What follows belongs to an exercise in optimizing a design on an open flow for small area, a short achievable clock period and few clock cycles per item; a production flow would make more cautious choices. The RTL was checked by simulation tests, not by an equivalence proof against the original design. Power is estimated from default activity; no workload was simulated.

### flow/design.v
`default_nettype none
package rv64_isa_pkg;
  typedef enum logic [6:0] {
    op_imm    = 7'b0010011,
    op_imm_32 = 7'b0011011,
    op        = 7'b0110011,
    op_32     = 7'b0111011,
    lui       = 7'b0110111,
    auipc     = 7'b0010111,
    load      = 7'b0000011,
    store     = 7'b0100011,
    jal       = 7'b1101111,
    jalr      = 7'b1100111,
    branch    = 7'b1100011,
    system    = 7'b1110011
  } opcode_e;
  localparam logic [2:0] F3_ADD_SUB = 3'b000;
  localparam logic [2:0] F3_SLL     = 3'b001;
  localparam logic [2:0] F3_SLT     = 3'b010;
  localparam logic [2:0] F3_SLTU    = 3'b011;
  localparam logic [2:0] F3_XOR     = 3'b100;
  localparam logic [2:0] F3_SRL_SRA = 3'b101;
  localparam logic [2:0] F3_OR      = 3'b110;
  localparam logic [2:0] F3_AND     = 3'b111;
  localparam logic [2:0] F3_BEQ  = 3'b000;
  localparam logic [2:0] F3_BNE  = 3'b001;
  localparam logic [2:0] F3_BLT  = 3'b100;
  localparam logic [2:0] F3_BGE  = 3'b101;
  localparam logic [2:0] F3_BLTU = 3'b110;
  localparam logic [2:0] F3_BGEU = 3'b111;
  localparam logic [2:0] F3_MUL    = 3'b000;
  localparam logic [2:0] F3_MULH   = 3'b001;
  localparam logic [2:0] F3_MULHSU = 3'b010;
  localparam logic [2:0] F3_MULHU  = 3'b011;
  localparam logic [6:0] F7_MULDIV = 7'b0000001;
  typedef struct packed {
    logic [6:0] funct7;
    logic [4:0] rs2;
    logic [4:0] rs1;
    logic [2:0] funct3;
    logic [4:0] rd;
    opcode_e    opcode;
  } r_fields_t;
  typedef struct packed {
    logic [11:0] imm12;   
    logic [4:0]  rs1;
    logic [2:0]  funct3;
    logic [4:0]  rd;
    opcode_e     opcode;
  } i_fields_t;
  typedef union packed {
    r_fields_t r_view;
    i_fields_t i_view;
  } instr_u;
endpackage
`default_nettype wire
`default_nettype none
package exu_pkg;
  localparam int XLEN = 64;
  typedef logic [XLEN-1:0] xlen_t;
  typedef struct packed {
    logic sel_sum;    
    logic clr_lsb;    
    logic sel_shr;    
    logic sel_shl;    
    logic sel_xor;
    logic sel_or;
    logic sel_and;
    logic sel_cmp;    
    logic word;       
    logic sh_arith;   
    logic inv;        
    logic c_eq;       
    logic c_lts;      
    logic c_ltu;      
    logic c_inv;      
  } alu_ctl_t;
  typedef struct packed {
    logic a_neg;       
    logic corr;        
    logic take_high;   
    logic word;        
  } mul_req_t;
endpackage
`default_nettype wire
`default_nettype none
module alu_op_decode (
  input  wire [31:0]            instr_i,
  input  wire exu_pkg::xlen_t   src_a_i,
  input  wire exu_pkg::xlen_t   src_b_i,
  output exu_pkg::alu_ctl_t     ctl_o,
  output logic                  is_mul_o,
  output exu_pkg::mul_req_t     mul_req_o,
  output exu_pkg::xlen_t        op_a_o,
  output exu_pkg::xlen_t        op_b_o
);
  logic [6:0] opcode;
  logic [2:0] f3;
  logic [6:0] f7;
  logic       is_op, is_opimm, is_op32, is_opimm32;
  logic       alu_rr, alu_rr32;
  logic       muldiv, muldiv32;
  logic       rev_a, zext_w, sext_w, inv_a, lui;
  logic       wshift;
  logic       zero_op;   
  exu_pkg::xlen_t a_rev;
  assign opcode = instr_i[6:0];
  assign f3     = instr_i[14:12];
  assign f7     = instr_i[31:25];
  assign is_op      = (opcode == 7'b0110011);
  assign is_opimm   = (opcode == 7'b0010011);
  assign is_op32    = (opcode == 7'b0111011);
  assign is_opimm32 = (opcode == 7'b0011011);
  assign muldiv     = is_op   && (f7 == 7'b0000001);
  assign muldiv32   = is_op32 && (f7 == 7'b0000001);
  assign alu_rr     = (is_op || is_opimm) && !muldiv;
  assign alu_rr32   = (is_op32 || is_opimm32) && !muldiv32;
  assign lui        = (opcode == 7'b0110111);
  assign zero_op = (src_a_i == '0) || (src_b_i == '0);
  always_comb begin
    ctl_o    = '0;
    is_mul_o = 1'b0;
    mul_req_o = '0;
    rev_a    = 1'b0;
    zext_w   = 1'b0;
    sext_w   = 1'b0;
    inv_a    = 1'b0;
    wshift   = 1'b0;
    if (muldiv) begin
      if (!f3[2]) begin
        is_mul_o            = !zero_op;
        mul_req_o.a_neg     = (f3 == 3'd1 || f3 == 3'd2) && src_a_i[63];
        mul_req_o.corr      = (f3 == 3'd2 || f3 == 3'd3) && src_b_i[63];
        mul_req_o.take_high = (f3 != 3'd0);
      end
    end else if (muldiv32) begin
      if (f3 == 3'd0) begin
        is_mul_o       = !zero_op;
        mul_req_o.word = 1'b1;
      end
    end else if (alu_rr) begin
      case (f3)
        3'd0: begin
          ctl_o.sel_sum = 1'b1;
          inv_a         = is_op && f7[5];
          ctl_o.inv     = is_op && f7[5];
        end
        3'd1: begin
          ctl_o.sel_shl = 1'b1;
          rev_a         = 1'b1;
        end
        3'd2: begin
          ctl_o.sel_cmp = 1'b1;
          ctl_o.c_lts   = 1'b1;
          inv_a         = 1'b1;
        end
        3'd3: begin
          ctl_o.sel_cmp = 1'b1;
          ctl_o.c_ltu   = 1'b1;
          inv_a         = 1'b1;
        end
        3'd4: ctl_o.sel_xor = 1'b1;
        3'd5: begin
          ctl_o.sel_shr  = 1'b1;
          ctl_o.sh_arith = instr_i[30];
        end
        3'd6: ctl_o.sel_or = 1'b1;
        default: ctl_o.sel_and = 1'b1;
      endcase
    end else if (alu_rr32) begin
      case (f3)
        3'd0: begin
          ctl_o.sel_sum = 1'b1;
          ctl_o.word    = 1'b1;
          inv_a         = is_op32 && f7[5];
          ctl_o.inv     = is_op32 && f7[5];
        end
        3'd1: begin
          ctl_o.sel_shl = 1'b1;
          ctl_o.word    = 1'b1;
          rev_a         = 1'b1;
          wshift        = 1'b1;
        end
        3'd5: begin
          ctl_o.sel_shr  = 1'b1;
          ctl_o.word     = 1'b1;
          ctl_o.sh_arith = f7[5];
          sext_w         = f7[5];
          zext_w         = !f7[5];
          wshift         = 1'b1;
        end
        default: ;
      endcase
    end else begin
      case (opcode)
        7'b0110111,                           
        7'b0010111, 7'b0000011,
        7'b0100011, 7'b1101111: ctl_o.sel_sum = 1'b1;
        7'b1100111: begin
          ctl_o.sel_sum = 1'b1;
          ctl_o.clr_lsb = 1'b1;
        end
        7'b1100011: begin
          inv_a = 1'b1;
          case (f3)
            3'd0: begin ctl_o.sel_cmp = 1'b1; ctl_o.c_eq  = 1'b1; end
            3'd1: begin ctl_o.sel_cmp = 1'b1; ctl_o.c_eq  = 1'b1; ctl_o.c_inv = 1'b1; end
            3'd4: begin ctl_o.sel_cmp = 1'b1; ctl_o.c_lts = 1'b1; end
            3'd5: begin ctl_o.sel_cmp = 1'b1; ctl_o.c_lts = 1'b1; ctl_o.c_inv = 1'b1; end
            3'd6: begin ctl_o.sel_cmp = 1'b1; ctl_o.c_ltu = 1'b1; end
            3'd7: begin ctl_o.sel_cmp = 1'b1; ctl_o.c_ltu = 1'b1; ctl_o.c_inv = 1'b1; end
            default: ;
          endcase
        end
        default: ;
      endcase
    end
  end
  always_comb begin
    for (int i = 0; i < exu_pkg::XLEN; i++) a_rev[i] = src_a_i[exu_pkg::XLEN-1-i];
  end
  always_comb begin
    if (lui)         op_a_o = '0;
    else if (rev_a)  op_a_o = a_rev;
    else if (zext_w) op_a_o = {32'd0, src_a_i[31:0]};
    else if (sext_w) op_a_o = {{32{src_a_i[31]}}, src_a_i[31:0]};
    else if (inv_a)  op_a_o = ~src_a_i;
    else             op_a_o = src_a_i;
  end
  always_comb begin
    op_b_o = src_b_i;
    if (wshift) op_b_o[5] = 1'b0;   
  end
endmodule
`default_nettype wire
`default_nettype none
module int_alu (
  input  wire exu_pkg::alu_ctl_t ctl_i,
  input  wire exu_pkg::xlen_t    op_a_i,
  input  wire exu_pkg::xlen_t    op_b_i,
  input  wire [5:0]              shamt_i,    
  output exu_pkg::xlen_t         result_o
);
  localparam int XLEN = exu_pkg::XLEN;
  exu_pkg::xlen_t sum;
  logic           cout;
  exu_pkg::xlen_t shr;
  exu_pkg::xlen_t shl;
  logic           eq, lt_u, lt_s, cond;
  exu_pkg::xlen_t res;
  assign {cout, sum} = {1'b0, op_a_i} + {1'b0, op_b_i};
  assign eq   = &(op_a_i ^ op_b_i);
  assign lt_u = cout;
  assign lt_s = (op_a_i[XLEN-1] != op_b_i[XLEN-1]) ? lt_u : !op_a_i[XLEN-1];
  assign cond = ((ctl_i.c_eq & eq) | (ctl_i.c_lts & lt_s) | (ctl_i.c_ltu & lt_u)) ^ ctl_i.c_inv;
  assign shr = XLEN'($signed({ctl_i.sh_arith & op_a_i[XLEN-1], op_a_i}) >>> shamt_i);
  always_comb begin
    for (int i = 0; i < XLEN; i++) shl[i] = shr[XLEN-1-i];
  end
  always_comb begin
    res = ({XLEN{ctl_i.sel_sum}} & {sum[XLEN-1:1] ^ {(XLEN-1){ctl_i.inv}},
                                     (sum[0] ^ ctl_i.inv) & !ctl_i.clr_lsb})
        | ({XLEN{ctl_i.sel_shr}} & shr)
        | ({XLEN{ctl_i.sel_shl}} & shl)
        | ({XLEN{ctl_i.sel_xor}} & (op_a_i ^ op_b_i))
        | ({XLEN{ctl_i.sel_or}}  & (op_a_i | op_b_i))
        | ({XLEN{ctl_i.sel_and}} & (op_a_i & op_b_i))
        | {{(XLEN-1){1'b0}}, ctl_i.sel_cmp & cond};
    result_o = ctl_i.word ? {{32{res[31]}}, res[31:0]} : res;
  end
endmodule
`default_nettype wire
`default_nettype none
module shift_add_mul (
  input  wire exu_pkg::xlen_t    mcand_i,     
  input  wire                    a_neg_i,
  input  wire [3:0]              one_i,       
  input  wire [3:0]              two_i,       
  input  wire [3:0]              neg_i,
  input  wire                    first_i,     
  input  wire                    corr_i,      
  input  wire [66:0]             acc_s_i,
  input  wire [66:0]             acc_c_i,
  input  wire [7:0]              ret_s_i,
  input  wire [7:0]              ret_c_i,
  input  wire                    low_ci_i,
  output logic [66:0]            acc_s_o,
  output logic [66:0]            acc_c_o,
  output logic [7:0]             ret_s_o,
  output logic [7:0]             ret_c_o,
  output logic                   low_ci_o,
  output logic [7:0]             prod_bits_o,  
  output exu_pkg::xlen_t         high_s_o,     
  output exu_pkg::xlen_t         high_c_o      
);
  localparam int TW = 75;
  typedef logic [TW-1:0] vec_t;
  function automatic [TW-1:0] csa_s(input [TW-1:0] x, input [TW-1:0] y, input [TW-1:0] z);
    csa_s = x ^ y ^ z;
  endfunction
  function automatic [TW-1:0] csa_c(input [TW-1:0] x, input [TW-1:0] y, input [TW-1:0] z);
    csa_c = {((x & y) | (x & z) | (y & z)), 1'b0};
  endfunction
  logic [66:0] fs_i, fc_i;
  logic [7:0]  rs_i, rc_i;
  logic        lc_i;
  logic [65:0] a1, a2;
  logic [65:0] rb [4];
  logic        n3;
  vec_t        u [4];
  vec_t        s1, c1, s2, c2, s3, c3, xs, xc;
  assign fs_i = first_i ? (67'd1 << 66) : acc_s_i;
  assign fc_i = first_i ? 67'd0 : acc_c_i;
  assign rs_i = first_i ? 8'd0 : ret_s_i;
  assign rc_i = first_i ? 8'd0 : ret_c_i;
  assign lc_i = !first_i & low_ci_i;
  assign a1   = {a_neg_i, a_neg_i, mcand_i};
  assign a2   = {a_neg_i, mcand_i, 1'b0};
  assign n3   = neg_i[3];
  always_comb begin
    for (int j = 0; j < 4; j++) begin
      rb[j] = (({66{one_i[j]}} & a1) | ({66{two_i[j]}} & a2)) ^ {66{neg_i[j]}};
    end
    u[0] = {1'b0, 2'b11, 1'b0, 1'b1, 1'b0, 1'b1, 1'b0, !rb[0][65], rb[0][65], rb[0][64:0]};
    u[1] = {7'd0, !rb[1][65], rb[1][64:0], n3, neg_i[0]};
    u[2] = {5'd0, !rb[2][65], rb[2][64:0], n3, neg_i[1], n3, n3};
    u[3] = {3'd0, !rb[3][65], rb[3][64:0], n3, neg_i[2], n3, n3, n3, n3};
  end
  always_comb begin
    s1 = csa_s(vec_t'(fs_i), vec_t'(fc_i), u[0]);
    c1 = csa_c(vec_t'(fs_i), vec_t'(fc_i), u[0]) | vec_t'(n3);
    s2 = csa_s(u[1], u[2], u[3]);
    c2 = csa_c(u[1], u[2], u[3]) | vec_t'(n3);
    s3 = csa_s(s1, c1, s2);
    c3 = csa_c(s1, c1, s2) | vec_t'(n3);
    xs = csa_s(s3, c3, c2);
    xc = csa_c(s3, c3, c2) | vec_t'(n3);
  end
  always_comb begin
    acc_s_o  = xs[TW-1:8];
    acc_c_o  = xc[TW-1:8];
    ret_s_o  = xs[7:0];
    ret_c_o  = xc[7:0];
    {low_ci_o, prod_bits_o} = {1'b0, rs_i} + {1'b0, rc_i} + {8'd0, lc_i};
  end
  exu_pkg::xlen_t corr;
  always_comb begin
    corr     = corr_i ? mcand_i : 64'd0;
    high_s_o = acc_s_i[63:0] ^ acc_c_i[63:0] ^ corr;
    high_c_o = {((acc_s_i[62:0] & acc_c_i[62:0]) | (acc_s_i[62:0] & corr[62:0]) |
                 (acc_c_i[62:0] & corr[62:0])), low_ci_o};
  end
endmodule
module booth_enc (
  input  wire [7:0]  bits_i,
  input  wire        prev_i,
  output logic [3:0] one_o,
  output logic [3:0] two_o,
  output logic [3:0] neg_o
);
  logic [8:0] b;
  assign b = {bits_i, prev_i};
  always_comb begin
    for (int j = 0; j < 4; j++) begin
      one_o[j] = b[2*j+1] ^ b[2*j];
      two_o[j] = (b[2*j+2] & !b[2*j+1] & !b[2*j]) | (!b[2*j+2] & b[2*j+1] & b[2*j]);
      neg_o[j] = b[2*j+2] & !(b[2*j+1] & b[2*j]);
    end
  end
endmodule
`default_nettype wire
`default_nettype none
module exec_unit (
  input  wire                       clk,
  input  wire                       arst_n_i,
  input  wire                       valid_i,
  input  wire [31:0]                instr_i,
  input  wire [63:0]                src_a_i,
  input  wire [63:0]                src_b_i,
  output logic [63:0]               result_o,
  output logic                      done_o,
  output logic                      ready_o
);
  localparam int K      = 8;
  localparam int NSTEP  = 64 / K;
  localparam int NSTEPW = 32 / K;
  localparam int CNT_W  = $clog2(NSTEP);
  exu_pkg::alu_ctl_t ctl_d, ctl_q, ctl_hi;
  exu_pkg::mul_req_t mreq_d, mreq_q;
  exu_pkg::xlen_t    op_a_d, op_b_d, op_a_q, op_b_q;
  logic [5:0]        shamt_q;   
  exu_pkg::xlen_t    alu_res;
  logic              is_mul;
  logic              accept, accept_mul;
  logic              busy_q;   
  logic              alu_v_q;
  logic              mul_run_q, mul_fin_q;
  logic              fin_low, fin_high;
  logic [CNT_W-1:0]  cnt_q;
  logic              last_step;
  logic [66:0]       acc_s_q, acc_c_q, acc_s_d, acc_c_d;
  logic [K-1:0]      ret_s_q, ret_c_q, ret_s_d, ret_c_d;
  logic              low_ci_q, low_ci_d;
  logic              first_q;
  logic [3:0]        one_d, two_d, neg_d, one_q, two_q, neg_q;
  logic [K-1:0]      prod_bits;
  exu_pkg::xlen_t    high_s, high_c;
  exu_pkg::xlen_t    low_next;
  alu_op_decode alu_op_decode_inst (
    .instr_i   (instr_i),
    .src_a_i   (src_a_i),
    .src_b_i   (src_b_i),
    .ctl_o     (ctl_d),
    .is_mul_o  (is_mul),
    .mul_req_o (mreq_d),
    .op_a_o    (op_a_d),
    .op_b_o    (op_b_d)
  );
  assign accept     = valid_i & !busy_q;
  assign accept_mul = accept & is_mul;
  assign fin_low  = mul_fin_q & !mreq_q.take_high;
  assign fin_high = mul_fin_q & mreq_q.take_high;
  always_comb begin
    ctl_hi         = '0;
    ctl_hi.sel_sum = 1'b1;
  end
  always_ff @(posedge clk) begin
    if (!busy_q) begin
      op_a_q <= op_a_d;
      op_b_q <= op_b_d;
      mreq_q <= mreq_d;
    end else if (fin_high) begin
      op_a_q <= high_s;
      op_b_q <= high_c;
    end else begin
      op_b_q <= low_next;
    end
    ctl_q   <= busy_q ? ctl_hi : ctl_d;
    shamt_q <= op_b_d[5:0];
  end
  assign last_step = mul_run_q &&
                     (cnt_q == (mreq_q.word ? CNT_W'(NSTEPW - 1) : CNT_W'(NSTEP - 1)));
  shift_add_mul shift_add_mul_inst (
    .mcand_i     (op_a_q),
    .a_neg_i     (mreq_q.a_neg),
    .one_i       (one_q),
    .two_i       (two_q),
    .neg_i       (neg_q),
    .first_i     (first_q),
    .corr_i      (mreq_q.corr),
    .acc_s_i     (acc_s_q),
    .acc_c_i     (acc_c_q),
    .ret_s_i     (ret_s_q),
    .ret_c_i     (ret_c_q),
    .low_ci_i    (low_ci_q),
    .acc_s_o     (acc_s_d),
    .acc_c_o     (acc_c_d),
    .ret_s_o     (ret_s_d),
    .ret_c_o     (ret_c_d),
    .low_ci_o    (low_ci_d),
    .prod_bits_o (prod_bits),
    .high_s_o    (high_s),
    .high_c_o    (high_c)
  );
  assign low_next = {prod_bits, op_b_q[63:K]};
  booth_enc booth_enc_inst (
    .bits_i (busy_q ? op_b_q[2*K-1:K] : src_b_i[K-1:0]),
    .prev_i (busy_q & op_b_q[K-1]),
    .one_o  (one_d),
    .two_o  (two_d),
    .neg_o  (neg_d)
  );
  always_ff @(posedge clk) begin
    acc_s_q  <= acc_s_d;
    acc_c_q  <= acc_c_d;
    ret_s_q  <= ret_s_d;
    ret_c_q  <= ret_c_d;
    low_ci_q <= low_ci_d;
    one_q    <= one_d;
    two_q    <= two_d;
    neg_q    <= neg_d;
    first_q  <= accept_mul;
    cnt_q    <= accept_mul ? '0 : cnt_q + 1'b1;
  end
  always_ff @(posedge clk or negedge arst_n_i) begin
    if (!arst_n_i) begin
      mul_run_q <= 1'b0;
      mul_fin_q <= 1'b0;
      ready_o   <= 1'b1;
      busy_q    <= 1'b0;
    end else begin
      mul_run_q <= accept_mul | (mul_run_q & !last_step);
      mul_fin_q <= last_step;
      if (accept_mul) begin
        ready_o <= 1'b0;
        busy_q  <= 1'b1;
      end else if ((last_step & !mreq_q.take_high) | fin_high) begin
        ready_o <= 1'b1;
        busy_q  <= 1'b0;
      end
    end
  end
  int_alu int_alu_inst (
    .ctl_i    (ctl_q),
    .op_a_i   (op_a_q),
    .op_b_i   (op_b_q),
    .shamt_i  (shamt_q),
    .result_o (alu_res)
  );
  always_ff @(posedge clk) begin
    if (fin_low) begin
      result_o <= mreq_q.word ? {{32{low_next[63]}}, low_next[63:32]} : low_next;
    end else begin
      result_o <= alu_res;
    end
  end
  always_ff @(posedge clk or negedge arst_n_i) begin
    if (!arst_n_i) begin
      alu_v_q <= 1'b0;
      done_o  <= 1'b0;
    end else begin
      alu_v_q <= (accept & !is_mul) | fin_high;
      done_o  <= alu_v_q | fin_low;
    end
  end
endmodule
`default_nettype wire
### flow/run.sh
#!/bin/bash
# synth_recipe.tcl (not shown) runs the flow's synth.tcl, then flattens the netlist and writes it again
# the make line also repeats each setting of config.mk as NAME=value (left out here)
make -C /OpenROAD-flow-scripts/flow DESIGN_CONFIG=/design/flow/config.mk WORK_HOME=/design/flow/orfs CLKGATE_MAP_FILE= SYNTH_SCRIPT=/design/flow/synth_recipe.tcl finish
### flow/config.mk
export PLATFORM = sky130hd
export DESIGN_NAME = exec_unit
export DESIGN_NICKNAME = exec_unit
export VERILOG_FILES = /design/flow/design.v
export SDC_FILE = /design/flow/constraint.sdc
export NUM_CORES = 4
export LEC_CHECK = 0
export CAP_MARGIN = 20
export CORE_MARGIN = 10
export CORE_UTILIZATION = 40
export PLACE_DENSITY = 0.6
export SETUP_SLACK_MARGIN = 3.0
export SLEW_MARGIN = 20
### flow/constraint.sdc
create_clock -name core_clock -period 6.5 [get_ports {clk}]
set_input_delay 1.3000 -clock core_clock [delete_from_list [all_inputs] [get_ports {clk}]]
set_output_delay 1.3000 -clock core_clock [all_outputs]
set_load 0.01 [all_outputs]
==> reports/qor.tcl, run 1 <==
set qor(run_status) {no timing/DRC/antenna violations}
set qor(detail_route.wirelength_um) 211000
set qor(nFillCells) 9844
set qor(vdd.ir_drop.worst_mv) 0.624
set qor(timing.critical_path.max_delay_family) {compound AO/OA/AOI/OAI gates}
set qor(final_max_slew_viol_count) 0
set qor(firstDrtPassIters) 8
set qor(worstSkewPairLatency_ns) 0.67
set qor(critical-path-top-cell-by-count) {sky130_fd_sc_hd__buf_12}
set qor(hold_class) {register to register}
set qor(timing.setup.critical_path_class) {register to register}
set qor(area_growth_pct) 19.5
set qor(placer_congestion) 1.10
set qor(maxClockFrequency_mhz) 266
set qor(seq_area_frac_synth_pct) 20.4
set qor(ios) 229
set qor(dr_total_vias) 40800
set qor(finish.utilization_pct) 48.3
set qor(ant_nets) 0
set qor(fin_crit_ns) 3.75
set qor(layout_commonest_cell) {sky130_fd_sc_hd__nand2_1}
set qor(die-width_um) 341
set qor(track_usage_pct) 34.9
set qor(grt_antenna_before_repair) 22
set qor(cts_num_sinks) 385
set qor(io_buffer_count) 213
set qor(routed_via_density) 6.32
set qor(postSynth.asyncResetShare_pct) 1.56
set qor(floorplan.rows) 117
set qor(post_synthesis_cell_type_count) 109
set qor(maximum_buffer_depth_of_the_clock_tree) 3
set qor(synth_enable_flop_cells) 68
set qor(cts.clk_slew.worst_paths_ns) 0.06
set qor(placed_cells_incl_taps) 6187
set qor(report.final.hold_viol_count) 0
set qor(met3_wl_um) 28400
set qor(grt_first_pass_wirelength_um) 295000
set qor(max-cap-violations) 0
set qor(grt_setup_unrepaired) {yes}
set qor(worst-path-buf-inv) 4
set qor(crit_path_launch_type) {register}
set qor(fp.coreArea_um2) 102000
set qor(wire_length_on_met2_um) 86300
set qor(path_max_fanout) 7
set qor(dr.max_layer_used) {met5}
set qor(critical_path_arrival_ns) 4.25
set qor(syn-num-nets) 5527
set qor(tightestPinTransition_ns) 1.11
set qor(cts_htree_levels) 2
set qor(ff2ff_setup_slack_ns) 2.75
set qor(gr-total-overflow) 0
set qor(first_global_vias) 39100
set qor(drive_gt1_share_pct) 15.0
set qor(timing.final.crit_share_pct) 57.8
set qor(cts_tree) {built}
set qor(fin_worst_skew_ns) 0.0728
set qor(post-dp-hpwl_um) 153000
set qor(crit_path_end_kind) {register}
set qor(ys_warn_count) 7
set qor(cp_cell_sequence) {buf_12 -> inv_1 -> ha_1 -> nand4_1 -> or3_1 -> o31a_1 -> buf_6 -> o21ai_4 -> buf_12 -> o21bai_2 -> or4_1 -> a21o_1 -> a221oi_4}
set qor(multi_input_comb_area_um2) 30500
set qor(cts_made_buffers) 48
set qor(layout.cells.non_filler) 6456
set qor(cts.root.buffer_cell) {sky130_fd_sc_hd__clkbuf_16}
set qor(nets) 5677
set qor(area.sequential_um2) 8510
set qor(powerDensity_nw_per_um2) 653
set qor(start_util_pct) 40.4
set qor(cells_after_synthesis) 4887
set qor(wl_met1_um) 78900
set qor(drtIter0Drc) 6117
set qor(height_of_the_chip_um) 341
set qor(route.detailed.drc) 0
set qor(largest_net_degree_at_the_start_of_global_routing) 81
set qor(syn-cell-area_um2) 41200
set qor(cpMaxStageDelayCell) {sky130_fd_sc_hd__ha_1}
set qor(synth_ff_type) {sky130_fd_sc_hd__dfxtp_1}
set qor(worst_ep_required_time_ns) 6.99
set qor(cpPeakStageDelay_ns) 0.44
set qor(max_slew_headroom_pct) 23.8
set qor(fin_tns_setup_ns) 0
set qor(drt-wirelength-per-cell_um) 32.7
set qor(register_bit_total_from_synthesis) 385
set qor(layout.cells.most_common_list) {522 x sky130_fd_sc_hd__nand2_1, 479 x sky130_fd_sc_hd__inv_1, 326 x sky130_fd_sc_hd__fa_1}
set qor(synth.avg_cell_area_um2) 8.44
set qor(static_power_due_to_leakage_nw) 20.6
set qor(cts_hold_buffers) 0
set qor(fin_total_pwr_w) 0.0322
set qor(die-area_um2) 116000
set qor(finalSetupViolCount) 0
## cell type report
type | count | area share [%]
Sequential cell | 385 | 17.3
Tap cell | 1368 | 3.47
Clock inverter | 18 | 0.391
Multi-Input combinational cell | 3587 | 61.8
Inverter | 494 | 3.81
Clock buffer | 71 | 2.82
Timing Repair Buffer | 521 | 10.3
Antenna cell | 12 | 0.0609
## synth_stat cells, drive strengths merged, types with 18 or more instances
| library cell | n | area [µm²] |
|---|---|---|
| nand2 | 532 | 2000 |
| inv | 489 | 1840 |
| o21ai | 330 | 1680 |
| fa | 327 | 6550 |
| dfxtp | 311 | 6230 |
| clkbuf | 305 | 1160 |
| a22oi | 291 | 2180 |
| nor2 | 254 | 970 |
| xnor2 | 246 | 2150 |
| a21oi | 236 | 1200 |
| xor2 | 207 | 1810 |
| ha | 150 | 1880 |
| nor2b | 148 | 933 |
| buf | 115 | 579 |
| mux4 | 83 | 1870 |
| and2 | 79 | 495 |
| a31oi | 75 | 475 |
| mux2i | 73 | 734 |
| edfxtp | 68 | 2040 |
| nor4 | 43 | 284 |
| nand3 | 42 | 210 |
| a221oi | 41 | 378 |
| a21o | 39 | 293 |
| nor3 | 38 | 190 |
| a211oi | 36 | 288 |
| nand4 | 30 | 194 |
| o211ai | 29 | 223 |
| mux2 | 24 | 270 |
| o21a | 19 | 143 |
| o2111ai | 18 | 158 |
| o221ai | 18 | 158 |
## cells by family after synthesis
kind of cell	after synthesis	synth area share, %
adder cells (fa/ha/maj)	478	20.5
buffers and inverters	917	8.78
XOR/XNOR	453	9.62
flip-flops	385	20.4
AND/OR/NAND/NOR	1230	13.9
AO/OA/AOI/OAI	1244	19.9
multiplexers	180	6.97
## routing by layer
layer / global-route usage (%) / up-vias
met4: 23.4 / 18
met3: 12.0 / 687
met5: 0 / -
met2: 49.6 / 3068
li1: - / 16900
met1: 44.2 / 20100
## power by group
| part | total, W | internal (W) | leakage (nW) | switching [W] |
|---|---|---|---|---|
| clock | 0.00277 | 0.00160 | 0.768 | 0.00117 |
| combinational | 0.0238 | 0.00974 | 16.5 | 0.0141 |
| sequential | 0.00559 | 0.00416 | 3.32 | 0.00143 |
| total | 0.0322 | 0.0155 | 20.6 | 0.0167 |
## worst paths after layout
| check | from | end | cells past startpoint |
|---|---|---|---|
| worst min register to register | cnt_q[0] | cnt_q[0] | 1 |
| worst max-delay path | op_a_q[20] | result_o[55] | 13 |
| max in group asynchronous | arst_n_i | ready_o | 1 |
| worst min-delay path | cnt_q[0] | cnt_q[0] | 1 |
| min in group asynchronous | arst_n_i | alu_v_q | 1 |
| worst max register to register | op_a_q[20] | result_o[55] | 13 |
## state kept, by name, summed over array words and instances (netlist names), 6 cells and up
| name | cells |
|---|---|
| op_b_q | 64 |
| shamt_q | 6 |
| ctl_q | 15 |
| result_o | 64 |
| acc_c_q | 65 |
| op_a_q | 64 |
| ret_c_q | 8 |
| acc_s_q | 64 |
| ret_s_q | 8 |
## stage by stage
stage	area [µm²]	hold WS [ns]	setup WS, ns
floorplan	41200	0.399	3.05
global placement	44500	0.409	1.32
detailed placement	44500	0.418	1.30
CTS	48200	0.427	2.85
global route	49300	0.435	2.69
finish	49300	0.424	2.75
## what timing repair did
action                                  4_1_cts  5_1_grt
resized for setup                           204      160
hold endpoints to repair                      0        0
cloned                                        1        3
endpoints found under the setup margin      215      130
pin swaps                                    43       50
buffers inserted                            124       40
Testbench counts, summed over its fixed seeds: cycles 23,029, items 16,000.
==> inputs of run 2 (changes only) <==
--- a/flow/config.mk
+++ b/flow/config.mk
@@ -7,2 +7,3 @@
 export LEC_CHECK = 0
+export ABC_AREA = 1
 export CAP_MARGIN = 20
==> run 2 against run 1 <==
Effect of this change:
- clock skew down 0.021 ns
- sequential cell count unchanged
- still clean on timing, DRC and antenna
- critical path depth fell by 4
- worst setup slack better by 0.11 ns
==> reports/qor.tcl, run 2 <==
set qor(worst-path-buf-inv) 2 ;# was 4
set qor(timing.critical_path.max_delay_family) {simple AND/OR/NAND/NOR gates} ;# was compound AO/OA/AOI/OAI gates
set qor(fin_worst_skew_ns) 0.0514 ;# was 0.0728 ns
set qor(powerDensity_nw_per_um2) 340 ;# was 653 nW/µm²
set qor(yosys-top-cells-area) {sky130_fd_sc_hd__fa_1 15%, sky130_fd_sc_hd__dfxtp_1 15%, sky130_fd_sc_hd__nand2_1 12%} ;# was sky130_fd_sc_hd__fa_1 16%, sky130_fd_sc_hd__dfxtp_1 15%, sky130_fd_sc_hd__a22oi_1 5.3%
set qor(route.detailed.drc) 0 ;# unchanged
set qor(crit-reg2reg-capture) {result_o[0]} ;# was result_o[55]
set qor(register_bit_total_from_synthesis) 385 ;# unchanged
set qor(timing.final.crit_share_pct) 56.0 ;# was 57.8%
set qor(most_flops_register) {acc_c_q} ;# unchanged
set qor(grt_first_pass_wirelength_um) 344000 ;# was 295000 µm
set qor(die-width_um) 347 ;# was 341 µm
set qor(final_max_slew_viol_count) 0 ;# unchanged
set qor(run_status) {no timing/DRC/antenna violations} ;# unchanged
set qor(grt_setup_unrepaired) {yes} ;# unchanged
set qor(post-dp-hpwl_um) 195000 ;# was 153000 µm
set qor(placer_congestion) 1.08 ;# was 1.10
set qor(detail_route.wirelength_um) 252000 ;# was 211000 µm
set qor(timing.setup.critical_path_class) {primary input to register} ;# was register to register
set qor(cts.clk_slew.worst_paths_ns) 0.07 ;# was 0.06 ns
set qor(cts_num_sinks) 385 ;# unchanged
set qor(start_util_pct) 40.2 ;# was 40.4%
set qor(cp_cell_sequence) {clkdlybuf4s50_1 -> nor4_1 -> nand4_1 -> nor3_1 -> nand4_1 -> nand2_2 -> nor3_2 -> inv_1 -> nand2_1} ;# was buf_12 -> inv_1 -> ha_1 -> nand4_1 -> or3_1 -> o31a_1 -> buf_6 -> o21ai_4 -> buf_12 -> o21bai_2 -> or4_1 -> a21o_1 -> a221oi_4
set qor(hold_class) {register to register} ;# unchanged
set qor(nets) 7102 ;# was 5677
set qor(height_of_the_chip_um) 347 ;# was 341 µm
set qor(io_buffer_count) 213 ;# unchanged
set qor(fin_crit_ns) 3.64 ;# was 3.75 ns
set qor(maximum_buffer_depth_of_the_clock_tree) 3 ;# unchanged
set qor(worstSkewPairLatency_ns) 0.70 ;# was 0.67 ns
set qor(final_cell_area_um2) 49100 ;# was 49300 µm²
set qor(ys_warn_count) 7 ;# unchanged
set qor(worst_ep_required_time_ns) 7.07 ;# was 6.99 ns
set qor(post-synth-top-area-cell) {sky130_fd_sc_hd__fa_1} ;# unchanged
set qor(worst_hold_slack_ns) 0.424 ;# about the same
set qor(path_max_fanout) 6 ;# was 7
set qor(die-area_um2) 121000 ;# was 116000 µm²
set qor(grt_antenna_before_repair) 15 ;# was 22
set qor(critical_path_arrival_ns) 4.21 ;# was 4.25 ns
set qor(syn-cell-area_um2) 42900 ;# was 41200 µm²
set qor(cts_htree_levels) 2 ;# unchanged
set qor(dr_total_vias) 47500 ;# was 40800
set qor(crit_path_launch_type) {primary input} ;# was register
set qor(vdd.ir_drop.worst_mv) 0.338 ;# was 0.624 mV
set qor(crit_path_end_kind) {register} ;# unchanged
set qor(ant_nets) 0 ;# unchanged
set qor(synth.avg_cell_area_um2) 6.74 ;# was 8.44 µm²
set qor(fin_total_pwr_w) 0.0167 ;# was 0.0322 W
set qor(area_growth_pct) 14.6 ;# was 19.5%
set qor(timing.critical_path.depth) 9 ;# was 13
set qor(routed_via_density) 6.00 ;# was 6.32
set qor(critical-path-top-cell-by-count) {sky130_fd_sc_hd__nand4_1} ;# was sky130_fd_sc_hd__buf_12
set qor(largest_register_ffs) 65 ;# unchanged
set qor(syn-num-nets) 7002 ;# was 5527
set qor(floorplan.rows) 120 ;# was 117
set qor(fin_tns_setup_ns) 0 ;# unchanged
set qor(drive_gt1_share_pct) 7.38 ;# was 15.0%
set qor(fp.coreArea_um2) 107000 ;# was 102000 µm²
set qor(track_usage_pct) 39.9 ;# was 34.9%
set qor(cells_after_synthesis) 6362 ;# was 4887
set qor(placed_cell_area_um2) 46200 ;# was 44500 µm²
set qor(synth_ff_type) {sky130_fd_sc_hd__dfxtp_1} ;# unchanged
set qor(cpMaxStageDelayCell) {sky130_fd_sc_hd__nor4_1} ;# was sky130_fd_sc_hd__ha_1
set qor(critPathLaunch) {src_b_i[57]} ;# was op_a_q[20]
set qor(worst_setup_path_endpoint) {mul_run_q} ;# was result_o[55]
set qor(post_synthesis_cell_type_count) 57 ;# was 109
set qor(max_slew_headroom_pct) 25.6 ;# was 23.8%
set qor(static_power_due_to_leakage_nw) 24.7 ;# was 20.6 nW
set qor(firstDrtPassIters) 6 ;# was 8
set qor(nFillCells) 11300 ;# was 9844
set qor(cts_tree) {built} ;# unchanged
set qor(ff2ff_setup_slack_ns) 2.86 ;# was 2.75 ns
set qor(max-cap-violations) 0 ;# unchanged
set qor(gr-total-overflow) 0 ;# unchanged
set qor(seq_area_frac_synth_pct) 19.6 ;# was 20.4%
set qor(tightestPinTransition_ns) 1.12 ;# was 1.11 ns
set qor(synthTopCellsByCount) {1352 x sky130_fd_sc_hd__nand2_1, 1068 x sky130_fd_sc_hd__inv_1, 880 x sky130_fd_sc_hd__nand3_1} ;# was 530 x sky130_fd_sc_hd__nand2_1, 483 x sky130_fd_sc_hd__inv_1, 327 x sky130_fd_sc_hd__fa_1
set qor(maxClockFrequency_mhz) 275 ;# was 266 MHz
set qor(timing.rr.start) {op_a_q[40]} ;# was op_a_q[20]
set qor(synth_top_area_share_pct) 15.3 ;# was 15.9%
set qor(cpPeakStageDelay_ns) 0.78 ;# was 0.44 ns
set qor(finalSetupViolCount) 0 ;# unchanged
set qor(cts_made_buffers) 51 ;# was 48
set qor(largest_net_degree_at_the_start_of_global_routing) 116 ;# was 81
set qor(layout_commonest_cell) {sky130_fd_sc_hd__nand2_1} ;# unchanged
set qor(reg2reg_depth) 17 ;# was 13
set qor(postSynth.asyncResetShare_pct) 1.56 ;# unchanged
set qor(layout.cells.most_common_list) {1346 x sky130_fd_sc_hd__nand2_1, 1066 x sky130_fd_sc_hd__inv_1, 879 x sky130_fd_sc_hd__nand3_1} ;# was 522 x sky130_fd_sc_hd__nand2_1, 479 x sky130_fd_sc_hd__inv_1, 326 x sky130_fd_sc_hd__fa_1
set qor(ios) 229 ;# unchanged
set qor(report.final.hold_viol_count) 0 ;# unchanged
set qor(first_global_vias) 44200 ;# was 39100
set qor(drtIter0Drc) 7138 ;# was 6117
set qor(synth_enable_flop_cells) 68 ;# unchanged
set qor(most_instantiated_library_cell_after_synthesis) {sky130_fd_sc_hd__nand2_1} ;# unchanged
set qor(drt-wirelength-per-cell_um) 31.9 ;# was 32.7 µm
set qor(cts.root.buffer_cell) {sky130_fd_sc_hd__clkbuf_16} ;# unchanged
[run 2: how the worst min path moves through the flow]
stage | from | to | slack, ns | cells after the start
final | cnt_q[0] | cnt_q[0] | 0.42 | 1
after global routing | cnt_q[0] | cnt_q[0] | 0.46 | 1
after CTS | cnt_q[0] | cnt_q[0] | 0.43 | 1
after detailed placement | cnt_q[0] | cnt_q[0] | 0.42 | 1
after global placement | cnt_q[0] | cnt_q[0] | 0.41 | 1
after floorplan | cnt_q[0] | cnt_q[0] | 0.40 | 1
[run 2: cells by family after synthesis]
logic type / share of synthesized area (%)
AO/OA/AOI/OAI: 12.0
AND/OR/NAND/NOR: 28.0
multiplexers: 0.0263
XOR/XNOR: 7.17
adder cells (fa/ha/maj): 19.6
buffers and inverters: 13.6
flip-flops: 19.6
[run 2: worst register-to-register path: cells and delay by family (launching register included)]
kind,cells,cell delay [ns]
adder cells (fa/ha/maj),1,0.58
buffers and inverters,2,0.50
flip-flops,1,0.59
AND/OR/NAND/NOR,14,1.86
[run 2: per-stage QoR]
| stage | util (%) | worst slack (ns) | instances |
|---|---|---|---|
| 3_5_place_dp | 43.3 | 1.80 | 7742 |
| 5_1_grt | 46.0 | 2.87 | 7907 |
| 4_1_cts | 45.6 | 3.00 | 7887 |
| 3_3_place_gp | 43.3 | 1.83 | 7742 |
| 2_1_floorplan | - | 3.50 | 6362 |
| 6_report | 46.0 | 2.86 | 7917 |
[run 2: final cells by class]
class | count | area (µm²) | share of cell area (%)
repair buffers | 376 | 3570 | 7.27
clock buffers | 68 | 1450 | 2.95
clock inverters | 27 | 338 | 0.687
inverters | 1157 | 4510 | 9.18
well taps | 1403 | 1760 | 3.57
flip-flops and latches | 385 | 8450 | 17.2
multi-input cells | 4491 | 29000 | 59.1
diodes | 10 | 25.0 | 0.0509
[run 2: routing by layer]
layer  vias to the layer above  GRT usage [%]  wire length, µm
met5                         -              0              343
met4                        12           24.0            18600
met3                       575           10.6            29300
met2                      3036           57.3           102000
met1                     23300           53.2           102000
li1                      20500              -                -
[run 2: report_power, final]
part | switching (W) | leakage [nW] | internal, W
sequential | 0.000582 | 3.41 | 0.00318
combinational | 0.00638 | 20.4 | 0.00344
clock | 0.00134 | 0.874 | 0.00178
total | 0.00830 | 24.7 | 0.00840
[run 2: what timing repair did]
action / 4_1_cts / 5_1_grt
pin swaps: 3 / 5
setup buffers: 49 / 15
hold buffers: 0 / 0
setup endpoints to repair: 247 / 108
cloned: 1 / 5
resized for setup: 120 / 61
==> inputs of run 3 (changes only) <==
--- a/flow/design.v
+++ b/flow/design.v
@@ -278,3 +278,6 @@
   input  wire [3:0]              two_i,       
-  input  wire [3:0]              neg_i,
+  input  wire [3:0]              neg_i,       
+  input  wire [3:0]              one_h_i,     
+  input  wire [3:0]              two_h_i,
+  input  wire [3:0]              neg_h_i,
   input  wire                    first_i,     
@@ -313,5 +316,5 @@
   assign fc_i = first_i ? 67'd0 : acc_c_i;
-  assign rs_i = first_i ? 8'd0 : ret_s_i;
-  assign rc_i = first_i ? 8'd0 : ret_c_i;
-  assign lc_i = !first_i & low_ci_i;
+  assign rs_i = ret_s_i;
+  assign rc_i = ret_c_i;
+  assign lc_i = low_ci_i;
   assign a1   = {a_neg_i, a_neg_i, mcand_i};
@@ -321,3 +324,4 @@
     for (int j = 0; j < 4; j++) begin
-      rb[j] = (({66{one_i[j]}} & a1) | ({66{two_i[j]}} & a2)) ^ {66{neg_i[j]}};
+      rb[j] = (({{33{one_h_i[j]}}, {33{one_i[j]}}} & a1) |
+               ({{33{two_h_i[j]}}, {33{two_i[j]}}} & a2)) ^ {{33{neg_h_i[j]}}, {33{neg_i[j]}}};
     end
@@ -405,2 +409,3 @@
   logic [3:0]        one_d, two_d, neg_d, one_q, two_q, neg_q;
+  logic [3:0]        one_h_q, two_h_q, neg_h_q;   
   logic [K-1:0]      prod_bits;
@@ -448,2 +453,5 @@
     .neg_i       (neg_q),
+    .one_h_i     (one_h_q),
+    .two_h_i     (two_h_q),
+    .neg_h_i     (neg_h_q),
     .first_i     (first_q),
@@ -477,3 +485,3 @@
     ret_c_q  <= ret_c_d;
-    low_ci_q <= low_ci_d;
+    low_ci_q <= !first_q & low_ci_d;
     one_q    <= one_d;
@@ -481,2 +489,5 @@
     neg_q    <= neg_d;
+    one_h_q  <= {4{busy_q | accept_mul}} & one_d;
+    two_h_q  <= {4{busy_q | accept_mul}} & two_d;
+    neg_h_q  <= {4{busy_q | accept_mul}} & neg_d;
     first_q  <= accept_mul;
==> run 3 against run 2 <==
Effect of this change:
- combinational power is 34% lower
- synthesized area decreased by 0.55%
- global-route usage down 2.1 points
- register-to-register slack better by 0.04 ns
- clock power is 5% lower
- non-clock buffer count down 5
- final cell count shrank 1.6%
- design area shrank 0.58%
- fmax rose by 1.1%
- critical endpoint is now result_o[62]
- largest cell class unchanged
==> reports/qor.tcl, run 3 <==
set qor(max_slew_headroom_pct) 29.4 ;# was 25.6%
set qor(powerDensity_nw_per_um2) 260 ;# was 340 nW/µm²
set qor(floorplan.rows) 119 ;# was 120
set qor(ios) 229 ;# unchanged
set qor(start_util_pct) 40.4 ;# was 40.2%
set qor(firstDrtPassIters) 6 ;# unchanged
set qor(max-cap-violations) 0 ;# unchanged
set qor(layout_commonest_cell) {sky130_fd_sc_hd__nand2_1} ;# unchanged
set qor(reg2reg_depth) 14 ;# was 17
set qor(power_frac_seq_pct) 26.2 ;# was 22.5%
set qor(maximum_buffer_depth_of_the_clock_tree) 3 ;# unchanged
set qor(p_sw_w) 0.00587 ;# was 0.00830 W
set qor(nFillCells) 11100 ;# was 11300
set qor(largest_net_degree_at_the_start_of_global_routing) 115 ;# was 116
set qor(final_max_slew_viol_count) 0 ;# unchanged
set qor(synth_xor_xnor_area_share_pct) 7.15 ;# was 7.17%
set qor(post-synth-top-area-cell) {sky130_fd_sc_hd__fa_1} ;# unchanged
set qor(power_frac_clock_pct) 23.2 ;# was 18.7%
set qor(synth_top_family_by_area) {simple AND/OR/NAND/NOR gates} ;# unchanged
set qor(routed_via_density) 5.96 ;# was 6.00
set qor(seq_area_frac_synth_pct) 20.3 ;# was 19.6%
set qor(die-area_um2) 120000 ;# was 121000 µm²
set qor(height_of_the_chip_um) 346 ;# was 347 µm
set qor(synth_top_area_share_pct) 15.4 ;# was 15.3%
set qor(layout.cells.most_common_list) {1236 x sky130_fd_sc_hd__nand2_1, 1002 x sky130_fd_sc_hd__inv_1, 808 x sky130_fd_sc_hd__nand3_1} ;# was 1346 x sky130_fd_sc_hd__nand2_1, 1066 x sky130_fd_sc_hd__inv_1, 879 x sky130_fd_sc_hd__nand3_1
set qor(detail_route.wirelength_um) 236000 ;# was 252000 µm
set qor(nets) 6990 ;# was 7102
set qor(fin_total_pwr_w) 0.0127 ;# was 0.0167 W
set qor(gr-total-overflow) 0 ;# unchanged
set qor(yosys-mux-area-fraction_pct) 0.0264 ;# was 0.0263%
set qor(cts_htree_levels) 2 ;# unchanged
set qor(crit_path_end_kind) {register} ;# unchanged
set qor(most_instantiated_library_cell_after_synthesis) {sky130_fd_sc_hd__nand2_1} ;# unchanged
set qor(fin_crit_ns) 3.60 ;# was 3.64 ns
set qor(die-width_um) 346 ;# was 347 µm
set qor(synth_ff_type) {sky130_fd_sc_hd__dfxtp_1} ;# unchanged
set qor(drtIter0Drc) 6254 ;# was 7138
set qor(switching_share_pct) 46.1 ;# was 49.7%
set qor(ant_nets) 0 ;# unchanged
set qor(cts.root.buffer_cell) {sky130_fd_sc_hd__clkbuf_16} ;# unchanged
set qor(synth_simple_gate_area_share_pct) 26.8 ;# was 28.0%
set qor(grt_antenna_before_repair) 14 ;# was 15
set qor(track_usage_pct) 37.8 ;# was 39.9%
set qor(ys_warn_count) 7 ;# unchanged
set qor(maxClockFrequency_mhz) 278 ;# was 275 MHz
set qor(timing.setup.critical_path_class) {register to register} ;# was primary input to register
set qor(cts_made_buffers) 50 ;# was 51
set qor(fin_worst_skew_ns) 0.0288 ;# was 0.0514 ns
set qor(largest_register_ffs) 65 ;# unchanged
set qor(worstSkewPairLatency_ns) 0.66 ;# was 0.70 ns
set qor(first_global_vias) 43700 ;# was 44200
set qor(critical_path_arrival_ns) 4.13 ;# was 4.21 ns
set qor(cells_after_synthesis) 6249 ;# was 6362
set qor(grt_setup_unrepaired) {yes} ;# unchanged
set qor(synth_enable_flop_cells) 68 ;# unchanged
set qor(adder_and_majority_gate_portion_of_the_synthesized_area_pct) 19.8 ;# was 19.6%
set qor(yosys-top-cells-area) {sky130_fd_sc_hd__fa_1 15%, sky130_fd_sc_hd__dfxtp_1 15%, sky130_fd_sc_hd__nand2_1 11%} ;# was sky130_fd_sc_hd__fa_1 15%, sky130_fd_sc_hd__dfxtp_1 15%, sky130_fd_sc_hd__nand2_1 12%
set qor(cts_tree) {built} ;# unchanged
set qor(worst_ep_required_time_ns) 7.02 ;# was 7.07 ns
set qor(compound_gate_fraction_of_synth_area_pct) 13.2 ;# was 12.0%
set qor(synthTopCellsByCount) {1250 x sky130_fd_sc_hd__nand2_1, 1004 x sky130_fd_sc_hd__inv_1, 812 x sky130_fd_sc_hd__nand3_1} ;# was 1352 x sky130_fd_sc_hd__nand2_1, 1068 x sky130_fd_sc_hd__inv_1, 880 x sky130_fd_sc_hd__nand3_1
set qor(post-dp-hpwl_um) 183000 ;# was 195000 µm
set qor(run_status) {no timing/DRC/antenna violations} ;# unchanged
set qor(most_flops_register) {acc_c_q} ;# unchanged
set qor(report.final.hold_viol_count) 0 ;# unchanged
set qor(finalSetupViolCount) 0 ;# unchanged
set qor(cts.clk_slew.worst_paths_ns) 0.06 ;# was 0.07 ns
set qor(postSynth.asyncResetShare_pct) 1.51 ;# was 1.56%
set qor(dr_total_vias) 46400 ;# was 47500
set qor(fin_tns_setup_ns) 0 ;# unchanged
set qor(syn-cell-area_um2) 42600 ;# was 42900 µm²
set qor(placer_congestion) 1.08 ;# about the same
set qor(register_bit_total_from_synthesis) 397 ;# was 385
set qor(drt-wirelength-per-cell_um) 30.3 ;# was 31.9 µm
set qor(finish.utilization_pct) 46.3 ;# was 46.0%
set qor(tightestPinTransition_ns) 1.06 ;# was 1.12 ns
set qor(fp.coreArea_um2) 106000 ;# was 107000 µm²
set qor(static_power_due_to_leakage_nw) 24.1 ;# was 24.7 nW
set qor(grt_first_pass_wirelength_um) 328000 ;# was 344000 µm
set qor(syn-num-nets) 6889 ;# was 7002
set qor(path_max_fanout) 64 ;# was 6
set qor(synth.avg_cell_area_um2) 6.82 ;# was 6.74 µm²
set qor(crit_path_launch_type) {register} ;# was primary input
set qor(timing.final.crit_share_pct) 55.4 ;# was 56.0%
set qor(route.detailed.drc) 0 ;# unchanged
set qor(post_synthesis_cell_type_count) 57 ;# unchanged
set qor(drive_gt1_share_pct) 7.26 ;# was 7.38%
set qor(pwr-share-comb_pct) 50.5 ;# was 58.7%
set qor(worst_hold_path_cells) 1 ;# unchanged
set qor(hold_class) {register to register} ;# unchanged
set qor(vdd.ir_drop.worst_mv) 0.298 ;# was 0.338 mV
set qor(area_growth_pct) 14.6 ;# about the same
set qor(internal_power_w) 0.00686 ;# was 0.00840 W
set qor(cts_num_sinks) 397 ;# was 385
set qor(io_buffer_count) 213 ;# unchanged
[run 3: cell count changes in the layout (fill, tap and decap cells not counted), moves of 13 or more]
cell | previous run | this run
sky130_fd_sc_hd__nand3_1 | 879 | 808
sky130_fd_sc_hd__inv_4 | 9 | 27
sky130_fd_sc_hd__a21oi_2 | 33 | 10
sky130_fd_sc_hd__nand4_1 | 60 | 47
sky130_fd_sc_hd__or2_2 | 12 | 31
sky130_fd_sc_hd__clkinv_4 | 18 | 5
sky130_fd_sc_hd__clkinv_2 | 56 | 37
sky130_fd_sc_hd__a21boi_0 | 0 | 15
sky130_fd_sc_hd__a21oi_1 | 236 | 273
sky130_fd_sc_hd__o21ai_0 | 177 | 229
sky130_fd_sc_hd__inv_1 | 1066 | 1002
sky130_fd_sc_hd__nand2_1 | 1346 | 1236
[run 3: final cells by class]
type	count	area (µm²)	share of cell area (%)
Clock inverter	27	263	0.538
Timing Repair Buffer	371	3490	7.14
Inverter	1082	4210	8.62
Antenna cell	9	22.5	0.0461
Clock buffer	65	1440	2.95
Tap cell	1391	1740	3.56
Multi-Input combinational cell	4448	29000	59.3
Sequential cell	397	8690	17.8
[run 3: path summary, 6_finish.rpt]
kind	start	slack, ns	endpoint
setup / recovery	shamt_q[0]	2.90	result_o[62]
hold / removal	cnt_q[0]	0.43	cnt_q[0]
setup reg to reg	shamt_q[0]	2.90	result_o[62]
hold reg to reg	cnt_q[0]	0.43	cnt_q[0]
max in group asynchronous	arst_n_i	5.33	ready_o
min in group asynchronous	arst_n_i	0.89	done_o
[run 3: power groups by stage]
stage               combinational, W  clock [W]  sequential (W)
floorplan                    0.00338          0         0.00325
global placement             0.00598          0         0.00340
detailed placement           0.00600          0         0.00341
CTS                          0.00618    0.00298         0.00334
global route                 0.00703    0.00307         0.00337
finish                       0.00643    0.00296         0.00334
[run 3: cells by family (layout without fill, tap and decap cells)]
group	Yosys count	in the layout
AO/OA/AOI/OAI	956	957
XOR/XNOR	348	348
adder cells (fa/ha/maj)	477	477
buffers and inverters	1411	1545
flip-flops	397	397
multiplexers	1	1
other	0	9
AND/OR/NAND/NOR	2659	2665
[run 3: worst max-delay path, cell delays in order (launching register included)]
cell and delay, ns:
sky130_fd_sc_hd__dfxtp_2 0.31, sky130_fd_sc_hd__buf_4 0.24, sky130_fd_sc_hd__inv_6 0.43, sky130_fd_sc_hd__nand2_1 0.13, sky130_fd_sc_hd__nand3_1 0.19, sky130_fd_sc_hd__nand3_1 0.20, sky130_fd_sc_hd__nand3_1 0.20, sky130_fd_sc_hd__nand3_1 0.19
sky130_fd_sc_hd__nand3_1 0.13, sky130_fd_sc_hd__nand2_1 0.09, sky130_fd_sc_hd__nor2_1 0.66, sky130_fd_sc_hd__nor2_1 0.11, sky130_fd_sc_hd__nand2_1 0.09, sky130_fd_sc_hd__nand2_1 0.05, sky130_fd_sc_hd__a21oi_1 0.34
[run 3: stage by stage]
stage / setup WS, ns / instances / hold WS (ns) / area [µm²]
floorplan: 3.32 / 6249 / 0.399 / 42600
global placement: 1.68 / 7604 / 0.410 / 45800
detailed placement: 1.65 / 7608 / 0.419 / 45900
CTS: 2.89 / 7747 / 0.426 / 48300
global route: 2.96 / 7783 / 0.457 / 48800
finish: 2.90 / 7790 / 0.428 / 48900
[run 3: what timing repair did]
action                                  CTS  global route
setup buffers                            42            32
hold buffers                              0             0
pin swaps                                 8            10
endpoints found under the setup margin  207           119
cloned                                    5             2
resized for setup                       103            97
[run 3: routing by layer]
metal | wire length, µm | part of all wire [%] | GRT usage [%] | vias to the layer above
li1 | - | - | - | 20300
met1 | 93200 | 40 | 49.7 | 22600
met2 | 96600 | 41 | 54.8 | 2983
met3 | 28700 | 12 | 10.7 | 535
met4 | 17400 | 7.4 | 22.3 | 10
met5 | 52 | 0.022 | 0 | -
Testbench counts of run 3, summed over its fixed seeds: cycles 23,029, items 16,000.
==> inputs of run 4 (changes only) <==
--- a/flow/config.mk
+++ b/flow/config.mk
@@ -7,3 +7,2 @@
 export LEC_CHECK = 0
-export ABC_AREA = 1
 export CAP_MARGIN = 20
==> run 4 against run 3 <==
Effect of this change:
- still clean
- sequential power rose by 89%
- wire length is 16% lower
- synthesized area fell by 3.3%
- clock skew increased by 0.019 ns
- non-clock buffer count up 64
- fmax is 0.59% lower
- register-to-register slack lost 0.02 ns
- total power increased by 150%
- hold slack worse by 0.0052 ns
- combinational power grew to 3.5 times the previous value
- sequential cell count unchanged
- critical path type unchanged
==> reports/qor.tcl, run 4 <==
set qor(drive_gt1_share_pct) 13.9 ;# was 7.26%
set qor(gr-total-overflow) 0 ;# unchanged
set qor(worst_ep_required_time_ns) 7.05 ;# was 7.02 ns
set qor(nets) 5376 ;# was 6990
set qor(largest_net_degree_at_the_start_of_global_routing) 118 ;# was 115
set qor(ys_warn_count) 7 ;# unchanged
set qor(die-area_um2) 116000 ;# was 120000 µm²
set qor(firstDrtPassIters) 6 ;# unchanged
set qor(cts.root.buffer_cell) {sky130_fd_sc_hd__clkbuf_16} ;# unchanged
set qor(run_status) {no timing/DRC/antenna violations} ;# unchanged
set qor(track_usage_pct) 32.9 ;# was 37.8%
set qor(syn-cell-area_um2) 41200 ;# was 42600 µm²
set qor(fin_worst_skew_ns) 0.0481 ;# was 0.0288 ns
set qor(placed_cell_area_um2) 44400 ;# was 45900 µm²
set qor(synth.avg_cell_area_um2) 8.84 ;# was 6.82 µm²
set qor(final_cell_area_um2) 48000 ;# was 48900 µm²
set qor(cts_htree_levels) 2 ;# unchanged
set qor(dr_total_vias) 38900 ;# was 46400
set qor(report.final.hold_viol_count) 0 ;# unchanged
set qor(hold_class) {register to register} ;# unchanged
set qor(register_bit_total_from_synthesis) 397 ;# unchanged
set qor(fin_tns_setup_ns) 0 ;# unchanged
set qor(cts.clk_slew.worst_paths_ns) 0.06 ;# about the same
set qor(first_global_vias) 37300 ;# was 43700
set qor(maxClockFrequency_mhz) 276 ;# was 278 MHz
set qor(detail_route.wirelength_um) 198000 ;# was 236000 µm
set qor(synth_top_area_share_pct) 15.9 ;# was 15.4%
set qor(cts_tree) {built} ;# unchanged
set qor(area_growth_pct) 16.4 ;# was 14.6%
set qor(fin_crit_ns) 3.62 ;# was 3.60 ns
set qor(crit_path_end_kind) {register} ;# unchanged
set qor(layout_commonest_cell) {sky130_fd_sc_hd__inv_1} ;# was sky130_fd_sc_hd__nand2_1
set qor(cts_num_sinks) 397 ;# unchanged
set qor(max-cap-violations) 0 ;# unchanged
set qor(crit_path_launch_type) {register} ;# unchanged
set qor(cells_after_synthesis) 4663 ;# was 6249
set qor(vdd.ir_drop.worst_mv) 0.634 ;# was 0.298 mV
set qor(cts_made_buffers) 51 ;# was 50
set qor(most_flops_register) {acc_c_q} ;# unchanged
set qor(io_buffer_count) 213 ;# unchanged
set qor(largest_register_ffs) 65 ;# unchanged
set qor(start_util_pct) 40.4 ;# about the same
set qor(routed_via_density) 6.32 ;# was 5.96
set qor(timing.setup.critical_path_class) {register to register} ;# unchanged
set qor(seq_area_frac_synth_pct) 21.0 ;# was 20.3%
set qor(yosys-top-cells-area) {sky130_fd_sc_hd__fa_1 16%, sky130_fd_sc_hd__dfxtp_1 16%, sky130_fd_sc_hd__a22oi_1 5.4%} ;# was sky130_fd_sc_hd__fa_1 15%, sky130_fd_sc_hd__dfxtp_1 15%, sky130_fd_sc_hd__nand2_1 11%
set qor(most_instantiated_library_cell_after_synthesis) {sky130_fd_sc_hd__inv_1} ;# was sky130_fd_sc_hd__nand2_1
set qor(grt_first_pass_wirelength_um) 279000 ;# was 328000 µm
set qor(tightestPinTransition_ns) 1.27 ;# was 1.06 ns
set qor(synth_enable_flop_cells) 68 ;# unchanged
set qor(grt_setup_unrepaired) {yes} ;# unchanged
set qor(layout.cells.most_common_list) {495 x sky130_fd_sc_hd__inv_1, 327 x sky130_fd_sc_hd__fa_1, 303 x sky130_fd_sc_hd__a21oi_1} ;# was 1236 x sky130_fd_sc_hd__nand2_1, 1002 x sky130_fd_sc_hd__inv_1, 808 x sky130_fd_sc_hd__nand3_1
set qor(worstSkewPairLatency_ns) 0.69 ;# was 0.66 ns
set qor(timing.final.crit_share_pct) 55.7 ;# was 55.4%
set qor(post-synth-top-area-cell) {sky130_fd_sc_hd__fa_1} ;# unchanged
set qor(die-width_um) 341 ;# was 346 µm
set qor(drt-wirelength-per-cell_um) 32.2 ;# was 30.3 µm
set qor(preCtsSetupSlack_ns) 1.84 ;# was 1.65 ns
set qor(ios) 229 ;# unchanged
set qor(syn-num-nets) 5303 ;# was 6889
set qor(powerDensity_nw_per_um2) 660 ;# was 260 nW/µm²
set qor(max_slew_headroom_pct) 14.8 ;# was 29.4%
set qor(path_max_fanout) 16 ;# was 64
set qor(fp.coreArea_um2) 102000 ;# was 106000 µm²
set qor(placer_congestion) 1.07 ;# was 1.08
set qor(synth_ff_type) {sky130_fd_sc_hd__dfxtp_1} ;# unchanged
set qor(final_max_slew_viol_count) 0 ;# unchanged
set qor(maximum_buffer_depth_of_the_clock_tree) 3 ;# unchanged
set qor(route.detailed.drc) 0 ;# unchanged
set qor(grt_antenna_before_repair) 17 ;# was 14
set qor(ant_nets) 0 ;# unchanged
set qor(critical_path_arrival_ns) 4.18 ;# was 4.13 ns
set qor(post-dp-hpwl_um) 146000 ;# was 183000 µm
set qor(floorplan.rows) 117 ;# was 119
set qor(drtIter0Drc) 5129 ;# was 6254
set qor(static_power_due_to_leakage_nw) 20.2 ;# was 24.1 nW
set qor(finish.utilization_pct) 47.0 ;# was 46.3%
set qor(finalSetupViolCount) 0 ;# unchanged
set qor(post_synthesis_cell_type_count) 91 ;# was 57
set qor(postLayoutSetupSlackWorst_ns) 2.88 ;# was 2.90 ns
set qor(height_of_the_chip_um) 341 ;# was 346 µm
set qor(synthTopCellsByCount) {497 x sky130_fd_sc_hd__inv_1, 333 x sky130_fd_sc_hd__a21oi_1, 327 x sky130_fd_sc_hd__clkbuf_1, 327 x sky130_fd_sc_hd__fa_1, 323 x sky130_fd_sc_hd__dfxtp_1} ;# was 1250 x sky130_fd_sc_hd__nand2_1, 1004 x sky130_fd_sc_hd__inv_1, 812 x sky130_fd_sc_hd__nand3_1
set qor(postSynth.asyncResetShare_pct) 1.51 ;# unchanged
run 4: changes by cell type after synthesis, sizes merged, moves of 138 or more:
cell | before | now
nor2b | 0 | 142
inv | 1016 | 500
o22ai | 274 | 11
nand3 | 813 | 27
nand2 | 1250 | 280
mux2i | 0 | 138
a22oi | 3 | 299
xnor2 | 14 | 251
nor2 | 439 | 230
run 4: metrics by stage:
stage          power (W)  hold slack [ns]  std cells
6_report          0.0317            0.423       6156
5_1_grt           0.0347            0.431       6146
4_1_cts           0.0312            0.427       6124
3_5_place_dp      0.0278            0.417       5938
3_3_place_gp      0.0274            0.410       5938
2_1_floorplan     0.0198            0.399       4663
run 4: cell type report:
type                       count  area, µm²
fill                        9881      54000
multi-input combinational   3346      29800
inverter                     505       1900
clock buffer                  68       1440
tap                         1368       1710
sequential                   397       8770
antenna                       10       25.0
timing repair buffer         435       4030
clock inverter                27        303
run 4: worst paths after layout:
| path | from | endpoint | slack, ns | depth (start not counted) |
|---|---|---|---|---|
| setup reg to reg | op_a_q[42] | result_o[54] | 2.88 | 12 |
| max in group asynchronous | arst_n_i | ready_o | 5.38 | 1 |
| min in group asynchronous | arst_n_i | mul_run_q | 0.85 | 1 |
| hold reg to reg | cnt_q[0] | cnt_q[0] | 0.42 | 1 |
| setup / recovery | op_a_q[42] | result_o[54] | 2.88 | 12 |
| hold / removal | cnt_q[0] | cnt_q[0] | 0.42 | 1 |
run 4: logic make-up (layout without fill, tap and decap cells):
logic type,Yosys count,count (layout),share of synthesized area (%)
multiplexers,268,268,9.49
AO/OA/AOI/OAI,1200,1202,19.7
XOR/XNOR,452,452,9.60
AND/OR/NAND/NOR,946,946,11.2
flip-flops,397,397,21.0
buffers and inverters,922,1035,8.64
adder cells (fa/ha/maj),478,478,20.5
other,0,10,0
run 4: power breakdown:
group / internal, W / switching [W] / leakage (nW) / total [W]
Sequential: 0.00429 / 0.00201 / 3.42 / 0.00630
Clock: 0.00173 / 0.00129 / 0.841 / 0.00302
Combinational: 0.00936 / 0.0130 / 15.9 / 0.0223
run 4: worst max-delay path, stage by stage, from the launching register on:
cell,delay [ns]
sky130_fd_sc_hd__edfxtp_1,0.32
sky130_fd_sc_hd__buf_4,0.31
sky130_fd_sc_hd__inv_1,0.08
sky130_fd_sc_hd__ha_1,0.46
sky130_fd_sc_hd__nand4_1,0.25
sky130_fd_sc_hd__nor2_1,0.37
sky130_fd_sc_hd__nand3_1,0.16
sky130_fd_sc_hd__o21ai_1,0.29
sky130_fd_sc_hd__nand2_1,0.18
sky130_fd_sc_hd__o31ai_4,0.36
sky130_fd_sc_hd__xnor2_1,0.21
sky130_fd_sc_hd__a211oi_1,0.40
sky130_fd_sc_hd__nor3_1,0.09
run 4: layer usage:
layer | vias to the layer above | routed length [µm] | part of all wire, % | track usage, %
met5 | - | 67 | 0.034 | 0
met4 | 10 | 15500 | 7.8 | 22.0
met3 | 551 | 27400 | 14 | 12.4
met2 | 2748 | 81800 | 41 | 46.6
met1 | 19300 | 73500 | 37 | 41.2
li1 | 16300 | - | - | -
run 4: repair_timing:
item	in CTS	in global routing
resized for setup	135	117
hold buffers	0	0
endpoints found under the hold margin	0	0
setup endpoints to repair	136	166
pin swaps	15	19
gates cloned	2	1
buffers inserted	89	21

==> static timing again, ports no longer ideal <==
How much do the figures lean on ideal ports? The routed layouts below were timed once more, with nothing changed but the port constraints.
Step 1 (the two cells are an assumption about what drives the block):
set clk [get_ports {clk}]
set_driving_cell -lib_cell sky130_fd_sc_hd__clkbuf_16 $clk
set_driving_cell -lib_cell sky130_fd_sc_hd__buf_2 [delete_from_list [all_inputs] $clk]
Step 2, shift: input delay + t, output delay - t, t = (earliest + latest rising clock arrival at the registers) / 2. This alone moves slack from input paths to output paths.
Slacks: ideal ports / drivers / drivers and shift; pairs: ideal ports / drivers.
| run | t (ns) | slack for setup (ns) | worst setup path after step 2 | cell pins on the clock port's net |
|---|---|---|---|---|
| run 1 | 0.706 | 2.745 / 2.745 / 2.436 | input to register | 1 |
| run 2 | 0.746 | 2.857 / 2.860 / 2.158 | input to register | 1 |
| run 3 | 0.730 | 2.898 / 2.898 / 2.374 | input to register | 1 |
| run 4 | 0.734 | 2.877 / 2.877 / 2.264 | input to register | 1 |
After both steps setup and hold are still met in every run listed. For run 2, which loses most, drivers alone change the setup slack by +0.003 ns; drivers and shift together by -0.699 ns.
